Background: an optimization exercise with open tools, aiming at small area. Do not read the settings as production practice.
In this exercise RTL edits were held to simulation tests only and were not proved equivalent to the original.
Power is estimated from default activity; no workload was simulated.

<file path="flow/design.v">
`timescale 1ns/1ps
`default_nettype none
package cpu_pkg;
    localparam logic [3:0] OP_ADD  = 4'h0;
    localparam logic [3:0] OP_SUB  = 4'h1;
    localparam logic [3:0] OP_AND  = 4'h2;
    localparam logic [3:0] OP_OR   = 4'h3;
    localparam logic [3:0] OP_XOR  = 4'h4;
    localparam logic [3:0] OP_NOT  = 4'h5;
    localparam logic [3:0] OP_SLA  = 4'h6;
    localparam logic [3:0] OP_SRA  = 4'h7;
    localparam logic [3:0] OP_LI   = 4'h8;
    localparam logic [3:0] OP_LW   = 4'h9;
    localparam logic [3:0] OP_SW   = 4'hA;
    localparam logic [3:0] OP_BIZ  = 4'hB;
    localparam logic [3:0] OP_BNZ  = 4'hC;
    localparam logic [3:0] OP_HALT = 4'hD;
    localparam logic [3:0] OP_JMP  = 4'hE;
endpackage
`default_nettype wire
`timescale 1ns/1ps
`default_nettype none
module cpu_regfile (
    input  logic        clk,
    input  logic [15:0] we,       
    input  logic        wbit,     
    input  logic [3:0]  ra,       
    input  logic [3:0]  rb,       
    output logic        a,        
    output logic        b         
);
    logic [15:0] regs [16];
    logic [15:0] cur;
    always_ff @(posedge clk) begin
        for (int i = 0; i < 16; i++) begin
            regs[i] <= {we[i] ? wbit : regs[i][0], regs[i][15:1]};
        end
    end
    always_comb begin
        for (int i = 0; i < 16; i++) cur[i] = regs[i][0];
    end
    assign a = cur[ra];
    assign b = cur[rb];
endmodule
`default_nettype wire
`timescale 1ns/1ps
`default_nettype none
module cpu_top (
    input  logic                   clk,
    input  logic                   rst,
    output logic [8-1:0] mem_addr,
    output logic [16-1:0] mem_wdata,
    output logic                   mem_we,
    output logic                   mem_req_valid,
    input  logic                   mem_req_ready,
    input  logic [16-1:0] mem_rdata,
    output logic                   halted
);
    localparam logic [2:0] S_INIT  = 3'd0;   
    localparam logic [2:0] S_FETCH = 3'd1;
    localparam logic [2:0] S_DEC   = 3'd2;   
    localparam logic [2:0] S_ROT   = 3'd3;   
    localparam logic [2:0] S_ROT2  = 3'd4;   
    localparam logic [2:0] S_MEM   = 3'd5;   
    localparam logic [2:0] S_PC    = 3'd6;   
    localparam logic [2:0] S_HALT  = 3'd7;
    logic [2:0]  st;
    logic [3:0]  ph;
    logic [15:0] ir;
    logic [7:0]  pc;
    logic [15:0] w;
    logic        c;
    logic        z;
    logic [3:0]  op;
    logic        ph0, ph15;
    assign op   = ir[15:12];
    assign ph0  = (ph == 4'd0);
    assign ph15 = (ph == 4'd15);
    logic [15:0] rf_we;
    logic        wbit;
    logic        wr;
    logic [3:0]  ra;
    logic        a, b;
    assign ra = (op == cpu_pkg::OP_SW || op == cpu_pkg::OP_BIZ || op == cpu_pkg::OP_BNZ)
                ? ir[11:8] : ir[7:4];
    cpu_regfile regfile_inst (
        .clk  (clk),
        .we   (rf_we),
        .wbit (wbit),
        .ra   (ra),
        .rb   (ir[3:0]),
        .a    (a),
        .b    (b)
    );
    logic immbit;
    assign immbit = ph[3] ? ir[7] : ir[ph[2:0]];
    logic is_sub, in_pc, taken;
    logic xa, xb, cin, sum, cout;
    assign is_sub = (op == cpu_pkg::OP_SUB);
    assign in_pc  = (st == S_PC);
    assign taken  = (op == cpu_pkg::OP_JMP) | ((op == cpu_pkg::OP_BIZ) & ~z)
                  | ((op == cpu_pkg::OP_BNZ) & z);
    assign xa   = in_pc ? pc[0] : a;
    assign xb   = in_pc ? (taken & immbit) : (b ^ is_sub);
    assign cin  = ph0 ? (is_sub | in_pc) : c;
    assign sum  = xa ^ xb ^ cin;
    assign cout = (xa & xb) | (xa & cin) | (xb & cin);
    always_comb begin
        case (op)
            cpu_pkg::OP_ADD, cpu_pkg::OP_SUB: wbit = sum;
            cpu_pkg::OP_AND: wbit = a & b;
            cpu_pkg::OP_OR:  wbit = a | b;
            cpu_pkg::OP_XOR: wbit = a ^ b;
            cpu_pkg::OP_NOT: wbit = ~a;
            cpu_pkg::OP_SLA: wbit = cin;
            cpu_pkg::OP_SRA: wbit = ph15 ? w[0] : w[1];
            cpu_pkg::OP_LI:  wbit = immbit;
            default:         wbit = w[0];        
        endcase
        if (st == S_INIT) wbit = 1'b0;
    end
    always_comb begin
        wr = 1'b0;
        if (st == S_ROT)  wr = (op <= cpu_pkg::OP_LW) && (op != cpu_pkg::OP_SRA);
        if (st == S_ROT2) wr = (op == cpu_pkg::OP_SRA);
        for (int i = 0; i < 16; i++)
            rf_we[i] = (st == S_INIT) | (wr & (ir[11:8] == 4'(i)));
    end
    assign mem_req_valid = (st == S_FETCH) | (st == S_MEM);
    assign mem_addr      = (st == S_MEM) ? ir[7:0] : pc;
    assign mem_we        = (st == S_MEM) & (op == cpu_pkg::OP_SW);
    assign mem_wdata     = w;
    assign halted        = (st == S_HALT);
    always_ff @(posedge clk or negedge rst) begin
        if (!rst) begin
            st <= S_INIT;
            ph <= 4'd0;
        end else begin
            ph <= ph + 4'd1;
            case (st)
                S_INIT:  if (ph15) st <= S_FETCH;
                S_FETCH: if (mem_req_ready) begin
                    if (mem_rdata[15:12] == cpu_pkg::OP_LW)        st <= S_MEM;
                    else if (mem_rdata[15:12] == cpu_pkg::OP_HALT) st <= S_HALT;
                    else                                           st <= S_DEC;
                end
                S_DEC:   if (ph15) st <= S_ROT;
                S_ROT:   if (ph15) begin
                    if (op == cpu_pkg::OP_SRA)     st <= S_ROT2;
                    else if (op == cpu_pkg::OP_SW) st <= S_MEM;
                    else                           st <= S_PC;
                end
                S_ROT2:  if (ph15) st <= S_PC;
                S_MEM:   if (mem_req_ready) st <= (op == cpu_pkg::OP_SW) ? S_ROT2 : S_DEC;
                S_PC:    if (ph == 4'd7) st <= S_FETCH;
                default: st <= S_HALT;
            endcase
        end
    end
    always_ff @(posedge clk) begin
        if (st == S_FETCH && mem_req_ready) ir <= mem_rdata;
        if (st == S_INIT || (in_pc && !ph[3])) pc <= {sum & in_pc, pc[7:1]};
        if (st == S_MEM && op != cpu_pkg::OP_SW) w <= mem_rdata;
        else if (st == S_ROT || st == S_ROT2)    w <= {a, w[15:1]};
        c <= (op == cpu_pkg::OP_SLA && !in_pc) ? a : cout;
        if (st == S_ROT) z <= (z & ~ph0) | a;
    end
endmodule
`default_nettype wire
</file>
<file path="flow/run.sh">
#!/bin/bash
# synth_recipe.tcl (not shown) runs the flow's synth.tcl, then flattens the netlist and writes it again
# the make line also repeats each setting of config.mk as NAME=value (left out here)
make -C /OpenROAD-flow-scripts/flow DESIGN_CONFIG=/design/flow/config.mk WORK_HOME=/design/flow/orfs CLKGATE_MAP_FILE= SYNTH_SCRIPT=/design/flow/synth_recipe.tcl finish
</file>
<file path="flow/config.mk">
export PLATFORM = sky130hd
export DESIGN_NAME = cpu_top
export DESIGN_NICKNAME = cpu_top
export VERILOG_FILES = /design/flow/design.v
export SDC_FILE = /design/flow/constraint.sdc
export NUM_CORES = 4
export LEC_CHECK = 0
export CAP_MARGIN = 20
export CORE_MARGIN = 2
export CORE_UTILIZATION = 40
export SLEW_MARGIN = 20
</file>
<file path="flow/constraint.sdc">
create_clock -name core_clock -period 10.0 [get_ports {clk}]
set_input_delay 2.0000 -clock core_clock [delete_from_list [all_inputs] [get_ports {clk}]]
set_output_delay 2.0000 -clock core_clock [all_outputs]
set_load 0.01 [all_outputs]
</file>
==> results of run 1 <==
per-stage QoR:
| step | cells | total power [mW] |
|---|---|---|
| 2_1_floorplan | 548 | 1.899 |
| 3_3_place_gp | 850 | 2.113 |
| 3_5_place_dp | 850 | 2.121 |
| 4_1_cts | 900 | 3.213 |
| 5_1_grt | 900 | 3.329 |
| 6_report | 900 | 3.180 |
final timing paths:
kind | endpoint | cells past startpoint | start | slack (ps)
setup / recovery | regfile_inst.regs[8][15] | 15 | ir[13] | 4650
hold / removal | regfile_inst.regs[13][4] | 0 | regfile_inst.regs[13][5] | 320
setup reg to reg | regfile_inst.regs[8][15] | 15 | ir[13] | 4650
hold reg to reg | regfile_inst.regs[13][4] | 0 | regfile_inst.regs[13][5] | 320
max in group asynchronous | ph[1] | 1 | rst | 8000
min in group asynchronous | ph[2] | 1 | rst | 1740
power breakdown:
part	internal [mW]	switching (mW)
registers	1.52	0.120
clock network	0.650	0.434
logic	0.230	0.230
total	2.39	0.785
final cells by class:
type	count	share of cell area, %
Tap cell	275	3.401
Multi-Input combinational cell	216	17.23
Inverter	8	0.2968
Timing Repair Buffer	46	4.527
Clock inverter	9	0.9400
Sequential cell	305	64.76
Clock buffer	41	8.843
layout by cell type (no fill, tap or decap), types with 3 or more instances in the layout:
master | synthesis | routed
dfxtp_1 | 257 | 257
clkdlybuf4s50_1 | 0 | 45
edfxtp_1 | 41 | 41
clkbuf_16 | 0 | 32
mux2_2 | 28 | 28
nor2_1 | 22 | 22
a21oi_1 | 14 | 14
a31oi_1 | 14 | 14
nand2_1 | 13 | 13
and3_1 | 11 | 11
a41oi_1 | 10 | 10
a21o_1 | 8 | 8
nand3_1 | 7 | 7
a2111oi_0 | 7 | 7
inv_1 | 7 | 7
mux4_2 | 7 | 7
dfrtp_1 | 7 | 7
o21ai_0 | 7 | 6
clkbuf_8 | 0 | 6
nor2b_1 | 5 | 5
and3b_1 | 5 | 5
mux2i_1 | 5 | 5
nor3_1 | 4 | 4
a22oi_1 | 4 | 4
ha_1 | 4 | 4
clkbuf_1 | 11 | 3
clkinv_2 | 0 | 3
worst max-delay path, cell delays in order, from the launching register on:
cell	delay, ps
edfxtp_1	610
o21a_4	310
or3b_1	580
and3_1	270
a2111oi_0	380
or4_4	270
mux2i_4	100
mux2_2	300
fa_1	490
nor2b_1	140
a31oi_1	170
o22ai_1	100
a221oi_1	770
nor2_1	160
a31oi_4	360
a41oi_1	170
per-layer routing:
metal	part of all wire, %	global-route usage (%)	vias to the layer above
met2	42	18.94	113
met4	2.6	4.476	0
li1	-	-	2061
met1	50	20.39	2093
met3	5.2	3.119	32
met5	0	0	-
state kept, by name, summed over array words and instances (netlist names):
signal,flops
w,16
st,3
c,1
ir,16
z,1
regfile_inst.regs,256
ph,4
pc,8
cells by family after synthesis:
family,Yosys count
muxes,42
AOI/OAI and AO/OA,80
and+or+nand+nor,86
buffers and inverters,27
xor gates and xnor gates,3
DFF,305
adders and majority gates,5
==> summary.md, run 1 <==
| Metric | Value |
|---|---|
| First-pass GRT wire length | `roughly 23000 um` |
| Die ar. | `about 0.022 sq mm` |
| Hold Path Class | `reg -> reg` |
| Total area of sequential cells | `roughly 0.0066 sq mm` |
| Synth cell types | `slightly below 60` |
| Core Box Area | `between 0.02 and 0.025 sq mm` |
| Layout overhead on the synthesized area | `20.24%` |
| DRC | `0` |
| Status | `finished clean` |
| Worst Tran Pin Value | `1018 ps` |
| Initial antenna violation count | `0` |
| Grt total ovfl | `0` |
| HPWL Detailed | `slightly below 10000 um` |
| Post-Syn Area | `0.008413 sq mm` |
| Normalized max-slew margin | `31.14%` |
| FFs w/ async S/R, synth | `roughly 2.3%` |
| Final worst path period share | `between 50% and 60%` |
| Worst endpoint data arrival time | `approximately 5700 ps` |
| CTS tree | `done` |
| Final instance area | `~0.010 sq mm` |
| Initial Util | `between 40% and 50%` |
| Number of max-cap violations | `0` |
| Minimum clock period | `around 5300 ps` |
| Worst-path fanout max | `17` |
| Nets | `between 600 and 700` |
| Routed WL | `roughly 15000 um` |
| Largest net degree at the start of global routing | `18` |
| Setup slack at placement | `4721 ps` |
| Post-synth top area share | `61.15%` |
| Wire length per cell | `around 16 um` |
| ANT nets after route | `0` |
| Post-synthesis adder-cell area fraction | `less than 1%` |
| Port buffer count | `between 40 and 50` |
| Worst EP required | `10360 ps` |
| Setup violations, final | `0` |
| # fillers | `roughly 1.8k` |
| CTS resizes | `0` |
| Power density cells | `around 310 mW/mm^2` |
| CTS Buf Count | `27` |
| Synth Area per Inst | `roughly 15 sq um` |
| Largest family of logic cells by synthesized area | `compound AO/OA/AOI/OAI gates` |
| Post-synth EDFFs | `41` |
| CTS Hold Bufs | `0` |
| Vias | `4299` |
| Die width | `between 100 and 150 um` |
| Yosys reg bits | `around 300` |
| Layout cells sized above 1 | `15.36%` |
| Seq/Total Area, Yosys | `77.87%` |
| DP Area | `0.009126 sq mm` |
| Crit path kind | `reg -> reg` |
| Ant. Diodes | `0` |
| Crit start category | `register` |
| RSZ-0062 raised after global routing | `no` |
| Multiplexer share of the synthesized area | `under 10%` |
| Static leakage | `slightly below 4 nW` |
| Num rows | `53` |
| GRT Total Usage | `a little over an eighth` |
| Top post-synthesis cells by area | `dfxtp_1, edfxtp_1, mux2_2` |
| Simple-gate share of the synthesized area | `under 10%` |
| Clk pin slew, worst setup/hold paths | `70 ps` |
| H-tree depth | `1` |
| Clk Latency, worst-skew pair | `about 540 ps` |
| Pins over their slew limit | `0` |
| Multi-input gate area | `about 0.0017 sq mm` |
| Synth area leader | `dfxtp_1` |
| Vert. Die Dim | `around 150 um` |
| Core Util, Final | `around half` |
| CTS root buf | `clkbuf_16` |
| Vias in the first global route | `4190` |
| Setup ws final | `approximately 4700 ps` |
| Drt first pass iters | `4` |
| Yosys warnings | `3` |
| Max Buffers Root-to-Sink | `3` |
| Most common cell in the netlist | `dfxtp_1` |
| Post-synthesis xor/xnor area fraction | `less than 1%` |
| TNS Setup | `0 ps` |
| Worst Setup End Kind | `register` |
| Top cells by count, synth | `dfxtp_1, edfxtp_1, mux2_2` |
| Compound-Gate Fraction of Synth Area | `about 7.1%` |
| Starting DRT DRC Count | `between 400 and 500` |
| Max Fclk | `between 150 and 200 MHz` |
| Placer Congestion | `about 0.85` |
| Clk sink count | `305` |
| Vias/cell | `between 4 and 5` |
| Endpoints failing hold | `0` |
| Clock skew | `between 10 and 15 ps` |
| Top FF cell, synth | `dfxtp_1` |
| Mapped Nets | `between 500 and 600` |
| Peak supply drop | `0.1751 mV` |
| WHS | `approximately 320 ps` |
| Post-CTS setup buffer count | `0` |
| Cells after synthesis | `roughly 550` |
| I/O pin total | `46` |
==> inputs of run 2 (changes only) <==
--- a/flow/config.mk
+++ b/flow/config.mk
@@ -8,4 +8,7 @@
 export CAP_MARGIN = 20
 export CORE_MARGIN = 2
 export CORE_UTILIZATION = 40
+export CTS_BUF_LIST = sky130_fd_sc_hd__clkbuf_4
+export CTS_CLUSTER_DIAMETER = 40
+export CTS_CLUSTER_SIZE = 12
 export SLEW_MARGIN = 20
==> summary.md, run 2 <==
| Metric | Value |
|---|---|
| HPWL Detailed | `~9900 um` |
| WHS Path Cells | `0` |
| Pins over their slew limit | `0` |
| Initial antenna violation count | `0` |
| Cells after synthesis | `roughly 550` |
| Max Buffers Root-to-Sink | `3` |
| Clk pin slew, worst setup/hold paths | `110 ps` |
| RSZ-0062 raised after global routing | `no` |
| Grt total ovfl | `0` |
| Vias | `roughly 4.3k` |
| GRT Total Usage | `13.63%` |
| Final Power | `approximately 2.7 mW` |
| Post-synth top area share | `between 60% and 70%` |
| R2R depth | `15` |
| Setup violations, final | `0` |
| Setup slack, reg-to-reg | `approximately 4600 ps` |
| Worst EP required | `10470 ps` |
| Mapped Nets | `between 500 and 600` |
| Top post-synthesis cells by area | `dfxtp_1, edfxtp_1, mux2_2` |
| H-tree depth | `2` |
| Vias in the first global route | `4258` |
| DRC | `0` |
| Ant. Diodes | `0` |
| DP Cell Count | `850` |
| Clock skew | `43.82 ps` |
| Vert. Die Dim | `149.0 um` |
| Hold Crit Endpoint | `regfile_inst.regs[1][8]` |
| Die ar. | `roughly 0.022 sq mm` |
| FFs w/ async S/R, synth | `around 2.3%` |
| Nets | `roughly 640` |
| Top FF cell, synth | `dfxtp_1` |
| Drt first pass iters | `4` |
| ANT nets after route | `0` |
| Vias/cell | `between 4 and 5` |
| Worst Setup End Kind | `register` |
| Post-synth EDFFs | `41` |
| Final worst path period share | `a little over half` |
| Normalized max-slew margin | `a little under a third` |
| Worst R2R Start | `ir[13]` |
| Number of max-cap violations | `0` |
| Setup slack at placement | `4721 ps` |
| Crit path kind | `reg -> reg` |
| Hold Crit Start | `regfile_inst.regs[1][9]` |
| Max FFs per register | `approximately 260` |
| Max Fclk | `around 190 MHz` |
| CTS resizes | `0` |
| Setup ws final | `4641 ps` |
| Most flops, register | `regfile_inst.regs` |
| Worst-path fanout max | `17` |
| Peak supply drop | `around 0.12 mV` |
| Port buffer count | `45` |
| Layout cells sized above 1 | `around 15%` |
| Endpoints failing hold | `0` |
| CTS tree | `done` |
| TNS Setup | `0 ps` |
| Static leakage | `~3.7 nW` |
| CTS root buf | `clkbuf_4` |
| Worst Tran Pin Value | `1023 ps` |
| Critical-path cell list | `o21a_4 > or3b_1 > and3_1 > a2111oi_0 > or4_4 > mux2i_4 > mux2_2 > fa_1 > nor2b_1 > a31oi_1 > o22ai_1 > a221oi_1 > nor2_1 > a31oi_4 > a41oi_1` |
| CTS Buf Count | `35` |
| CP max stage delay | `around 810 ps` |
| Minimum clock period | `between 5000 and 6000 ps` |
| Crit start category | `register` |
| WP buf/inv | `0` |
| Crit Reg-Reg Endpoint | `regfile_inst.regs[8][15]` |
| Hold Path Class | `reg -> reg` |
| Power density cells | `approximately 280 mW/mm^2` |
| Routed WL | `between 10000 and 15000 um` |
| Post-Syn Area | `roughly 0.0084 sq mm` |
| Initial Util | `between 40% and 50%` |
| Starting DRT DRC Count | `423` |
| Synth area leader | `dfxtp_1` |
| Post-CTS setup buffer count | `0` |
| First-pass GRT wire length | `between 20000 and 25000 um` |
| Num rows | `53` |
| Biggest regs | `regfile_inst.regs x256, ir x16, w x16` |
| Seq/Total Area, Yosys | `between 70% and 80%` |
| Clk Latency, worst-skew pair | `640 ps` |
| Synth Area per Inst | `roughly 15 sq um` |
| Wire length per cell | `about 16 um` |
| Synth cell types | `between 50 and 60` |
| Commonest non-fill, non-tap cells in the layout | `dfxtp_1, clkdlybuf4s50_1, clkbuf_4, edfxtp_1, mux2_2` |
| Top cells by count, synth | `dfxtp_1, edfxtp_1, mux2_2` |
| Largest net degree at the start of global routing | `18` |
| Core Box Area | `0.02082 sq mm` |
| Die width | `around 150 um` |
| Yosys reg bits | `~310` |
| Most common cell in the netlist | `dfxtp_1` |
| Placer Congestion | `approximately 0.85` |
| Critical path's slowest cell | `a221oi_1` |
| CTS Hold Bufs | `0` |
| Worst endpoint data arrival time | `~5800 ps` |
| Commonest non-fill, non-tap cell in the layout | `dfxtp_1` |
| Count of non-filler cells in the finished layout | `roughly 900` |
| Yosys warnings | `3` |
| Clk sink count | `305` |
| CP top delay family | `compound AO/OA/AOI/OAI gates` |
| I/O pin total | `46` |
| Layout overhead on the synthesized area | `13.16%` |
| Status | `finished clean` |
-- run 2: worst max path at each step --
stage                       from                   endpoint  slack [ps]  depth (start not counted)
after floorplan           ir[13]   regfile_inst.regs[4][15]        5610                         17
after global placement    ir[13]   regfile_inst.regs[8][15]        4840                         15
after detailed placement  ir[13]   regfile_inst.regs[4][15]        4720                         15
after CTS                 ir[13]  regfile_inst.regs[14][15]        4740                         15
after global routing      ir[13]  regfile_inst.regs[14][15]        4310                         15
final                     ir[13]   regfile_inst.regs[8][15]        4640                         15
-- run 2: logic make-up after synthesis --
| kind of cell | count (synthesis) | share of synthesized area, % |
|---|---|---|
| multiplexers | 42 | 6.618 |
| AO/OA/AOI/OAI | 80 | 7.124 |
| adder cells (fa/ha/maj) | 5 | 0.8329 |
| XOR/XNOR | 3 | 0.3124 |
| AND/OR/NAND/NOR | 86 | 5.830 |
| buffers and inverters | 27 | 1.413 |
| flip-flops | 305 | 77.87 |
-- run 2: cell type report --
| class | instances | area (sq um) |
|---|---|---|
| clock inverter | 10 | 86.33 |
| sequential | 305 | 6551 |
| clock buffer | 41 | 307.8 |
| fill | 1874 | 11300 |
| timing repair buffer | 46 | 457.9 |
| tap | 275 | 344.1 |
| multi-input combinational | 216 | 1743 |
| inverter | 8 | 30.03 |
-- run 2: worst reg2reg max path: stages, from the launching register on --
cell and delay (ps):
edfxtp_1 620, o21a_4 310, or3b_1 580, and3_1 270
a2111oi_0 370, or4_4 270, mux2i_4 110, mux2_2 300
fa_1 490, nor2b_1 140, a31oi_1 170, o22ai_1 100
a221oi_1 810, nor2_1 160, a31oi_4 360, a41oi_1 180
-- run 2: power by group --
group / leakage, nW / total (mW) / internal [mW] / switching [mW]
registers: 2.56 / 1.63 / 1.51 / 0.120
clock network: 0.236 / 0.594 / 0.226 / 0.368
logic: 0.864 / 0.460 / 0.229 / 0.230
-- run 2: per-stage QoR --
stage	util, %	hold WS (ps)	instance area [sq um]
5_1_grt	45.72	302.0	9520
6_report	45.72	309.2	9520
3_3_place_gp	43.83	309.7	9126
3_5_place_dp	43.83	312.1	9126
2_1_floorplan	-	309.6	8413
4_1_cts	45.72	309.7	9520
-- run 2: routing by layer --
layer,up-vias,share of wire [%],global-route usage (%)
li1,2085,-,-
met1,2069,49,20.25
met2,118,42,18.94
met3,30,6.1,3.639
met4,0,2.3,5.190
met5,-,0,0
==> inputs of run 3 (changes only) <==
--- a/flow/config.mk
+++ b/flow/config.mk
@@ -8,7 +8,7 @@
 export CAP_MARGIN = 20
 export CORE_MARGIN = 2
 export CORE_UTILIZATION = 40
-export CTS_BUF_LIST = sky130_fd_sc_hd__clkbuf_4
-export CTS_CLUSTER_DIAMETER = 40
-export CTS_CLUSTER_SIZE = 12
+export CTS_BUF_LIST = sky130_fd_sc_hd__clkbuf_8
+export CTS_CLUSTER_DIAMETER = 60
+export CTS_CLUSTER_SIZE = 20
 export SLEW_MARGIN = 20
==> summary.md, run 3 <==
| Metric | Value |
|---|---|
| Initial Util | `between 40% and 50%` |
| Hold Crit Start | `regfile_inst.regs[15][1]` |
| Final worst path period share | `between 50% and 60%` |
| CP max stage delay | `790 ps` |
| Layout cells sized above 1 | `between 10% and 20%` |
| Vias in the first global route | `~4k` |
| Nets | `~620` |
| Commonest non-fill, non-tap cells in the layout | `dfxtp_1, clkdlybuf4s50_1, edfxtp_1` |
| Max Buffers Root-to-Sink | `3` |
| Layout overhead on the synthesized area | `12.85%` |
| CTS Buf Count | `20` |
| Top cells by count, synth | `dfxtp_1, edfxtp_1, mux2_2` |
| GRT Total Usage | `between 10% and 20%` |
| Max Fclk | `between 150 and 200 MHz` |
| Power density cells | `roughly 280 mW/mm^2` |
| Status | `finished clean` |
| Seq/Total Area, Yosys | `slightly below 80%` |
| Endpoints failing hold | `0` |
| Die width | `between 100 and 150 um` |
| Synth Area per Inst | `between 15 and 20 sq um` |
| Setup ws final | `around 4600 ps` |
| Clk pin slew, worst setup/hold paths | `approximately 110 ps` |
| I/O pin total | `46` |
| Crit start category | `register` |
| RSZ-0062 raised after global routing | `no` |
| Top post-synthesis cells by area | `dfxtp_1, edfxtp_1, mux2_2` |
| H-tree depth | `1` |
| Ant. Diodes | `0` |
| Critical path's slowest cell | `a221oi_1` |
| Worst-path fanout max | `17` |
| CTS resizes | `0` |
| Initial antenna violation count | `0` |
| Yosys warnings | `3` |
| Critical-path cell list | `o21a_4 > or3b_1 > and3_1 > a2111oi_0 > or4_4 > mux2i_4 > mux2_2 > fa_1 > nor2b_1 > a31oi_1 > o22ai_1 > a221oi_1 > nor2_1 > a31oi_4 > a41oi_1` |
| R2R depth | `15` |
| Compound-Gate Fraction of Synth Area | `7.124%` |
| Post-synth top area share | `between 60 and 70%` |
| Starting DRT DRC Count | `~420` |
| Placer Congestion | `about 0.85` |
| Wire length per cell | `16.62 um` |
| Max FFs per register | `256` |
| CTS tree | `done` |
| Peak supply drop | `about 0.14 mV` |
| Drt first pass iters | `5` |
| Die ar. | `0.02221 sq mm` |
| Num rows | `53` |
| Mapped Nets | `572` |
| TNS Setup | `0 ps` |
| CTS root buf | `clkbuf_8` |
| Post-synthesis adder-cell area fraction | `less than 1%` |
| Grt total ovfl | `0` |
| Clock skew | `~45 ps` |
| Top FF cell, synth | `dfxtp_1` |
| Count of non-filler cells in the finished layout | `877` |
| HPWL Detailed | `9915 um` |
| Clk sink count | `305` |
| First-pass GRT wire length | `roughly 23000 um` |
| Minimum clock period | `5382 ps` |
| Routed WL | `roughly 15000 um` |
| FFs w/ async S/R, synth | `2.295%` |
| Worst Setup End Kind | `register` |
| Largest family of logic cells by synthesized area | `compound AO/OA/AOI/OAI gates` |
| Hold Path Class | `reg -> reg` |
| Post-Syn Area | `~0.0084 sq mm` |
| CP top delay family | `compound AO/OA/AOI/OAI gates` |
| Simple-gate share of the synthesized area | `approximately 6%` |
| CTS Hold Bufs | `0` |
| Worst R2R Start | `ir[13]` |
| Synth cell types | `between 50 and 60` |
| Hold Crit Endpoint | `regfile_inst.regs[15][0]` |
| Clk Latency, worst-skew pair | `between 500 and 600 ps` |
| Setup slack at placement | `between 4000 and 5000 ps` |
| Setup violations, final | `0` |
| Final instance area | `roughly 0.0095 sq mm` |
| WHS Path Cells | `0` |
| Number of max-cap violations | `0` |
| Crit Reg-Reg Endpoint | `regfile_inst.regs[14][15]` |
| Most common cell in the netlist | `dfxtp_1` |
| Cells after synthesis | `~550` |
| Normalized max-slew margin | `a little under a third` |
| Commonest non-fill, non-tap cell in the layout | `dfxtp_1` |
| Post-CTS setup buffer count | `0` |
| Pins over their slew limit | `0` |
| Post-synth EDFFs | `just over 40` |
| DP Area | `around 0.0091 sq mm` |
| Core Box Area | `0.02082 sq mm` |
| Worst EP required | `just over 10000 ps` |
| Multiplexer share of the synthesized area | `between 6 and 7%` |
| DRC | `0` |
| Worst Tran Pin Value | `approximately 1000 ps` |
| Setup slack, reg-to-reg | `between 4000 and 5000 ps` |
| Port buffer count | `45` |
| Crit path kind | `reg -> reg` |
| WP buf/inv | `0` |
| Static leakage | `approximately 3.6 nW` |
| Yosys reg bits | `around 310` |
| Worst endpoint data arrival time | `between 5000 and 6000 ps` |
| DP Cell Count | `850` |
| Largest net degree at the start of global routing | `22` |
| Biggest regs | `regfile_inst.regs x256, ir x16, w x16` |
| Vert. Die Dim | `roughly 150 um` |
| Vias/cell | `roughly 5` |
| Most flops, register | `regfile_inst.regs` |
| Post-synthesis xor/xnor area fraction | `less than 1%` |
| Vias | `around 4.3k` |
| ANT nets after route | `0` |
| Synth area leader | `dfxtp_1` |
run 3: cell count changes in the layout (fill, tap and decap cells not counted):
| cell | delta |
|---|---|
| inv_8 | -2 |
| inv_1 | +1 |
| inv_6 | +2 |
| clkbuf_8 | +21 |
| clkinv_1 | -3 |
| clkinv_4 | -1 |
| inv_16 | +1 |
| clkinvlp_4 | +1 |
| inv_2 | -1 |
| clkbuf_4 | -41 |
| clkinv_2 | -2 |
run 3: worst reg2reg max path, cell delays in order (launching register included):
cell and delay [ps]:
edfxtp_1 630, o21a_4 310, or3b_1 580, and3_1 270, a2111oi_0 380, or4_4 270
mux2i_4 100, mux2_2 300, fa_1 490, nor2b_1 140, a31oi_1 190, o22ai_1 100
a221oi_1 790, nor2_1 160, a31oi_4 360, a41oi_1 180
run 3: worst max path at each step:
stage | startpoint | to | depth (start not counted)
5_1_grt | ir[13] | regfile_inst.regs[14][15] | 15
6_report | ir[13] | regfile_inst.regs[14][15] | 15
3_3_place_gp | ir[13] | regfile_inst.regs[8][15] | 15
2_1_floorplan | ir[13] | regfile_inst.regs[4][15] | 17
4_1_cts | ir[13] | regfile_inst.regs[14][15] | 15
3_5_place_dp | ir[13] | regfile_inst.regs[4][15] | 15
run 3: routing by layer:
| layer | GRT usage, % | up-vias | routed length [um] |
|---|---|---|---|
| met4 | 3.857 | 0 | 363 |
| met1 | 20.61 | 2099 | 7411 |
| met5 | 0 | - | 0 |
| met2 | 18.59 | 115 | 6084 |
| met3 | 2.844 | 25 | 714 |
| li1 | - | 2024 | - |
run 3: kinds of logic (layout without fill, tap and decap cells):
family,Yosys count,count (layout)
buffers and inverters,27,81
adders and majority gates,5,5
and+or+nand+nor,86,86
xor gates and xnor gates,3,3
DFF,305,305
muxes,42,42
AOI/OAI and AO/OA,80,80
run 3: final cells by class:
| type | count | area, sq um |
|---|---|---|
| multi-input cells | 216 | 1743 |
| repair buffers | 46 | 457.9 |
| well taps | 275 | 344.1 |
| flip-flops and latches | 305 | 6551 |
| fillers | 1866 | 11330 |
| clock inverters | 6 | 78.83 |
| clock buffers | 21 | 289.0 |
| inverters | 8 | 30.03 |
run 3: where the power goes:
group | internal (mW) | total (mW) | switching (mW)
registers | 1.51 | 1.63 | 0.121
clock network | 0.227 | 0.586 | 0.358
logic | 0.229 | 0.460 | 0.231
run 3: per-stage QoR:
step                hold WS, ps  utilization [%]  total power, mW
finish                    298.2            45.60            2.681
global route              309.1            45.60            2.821
CTS                       295.7            45.60            2.709
detailed placement        312.1            43.83            2.121
global placement          309.7            43.83            2.113
floorplan                 309.6                -            1.899

==> port drivers added, routing unchanged <==
How much do the figures lean on ideal ports? The routed layouts below were timed once more, with nothing changed but the port constraints. Step 1: set_driving_cell puts a clkbuf_16 on clk and a buf_2 on each other input, an assumption about the parent block. Step 2 adds t to the input delays and takes it off the output delays; t is the mean of the earliest and latest rising clock arrival at the registers after step 1. Input paths then give back, and output paths get back, about the clock's delay inside the block. a / b / c = ideal ports / drivers / drivers and shift; a / b = the first two.
run	shift t [ns]	setup WS [ns]	worst hold slack (ns)	worst data-port slew with drivers (ns)
run 1	0.577	4.653 / 4.653 / 4.653	0.322 / 0.322 / 0.322	0.05
run 2	0.653	4.641 / 4.641 / 4.641	0.309 / 0.309 / 0.309	0.05
run 3	0.569	4.618 / 4.618 / 4.618	0.298 / 0.298 / 0.298	0.05
After both steps every run listed still meets setup and hold.
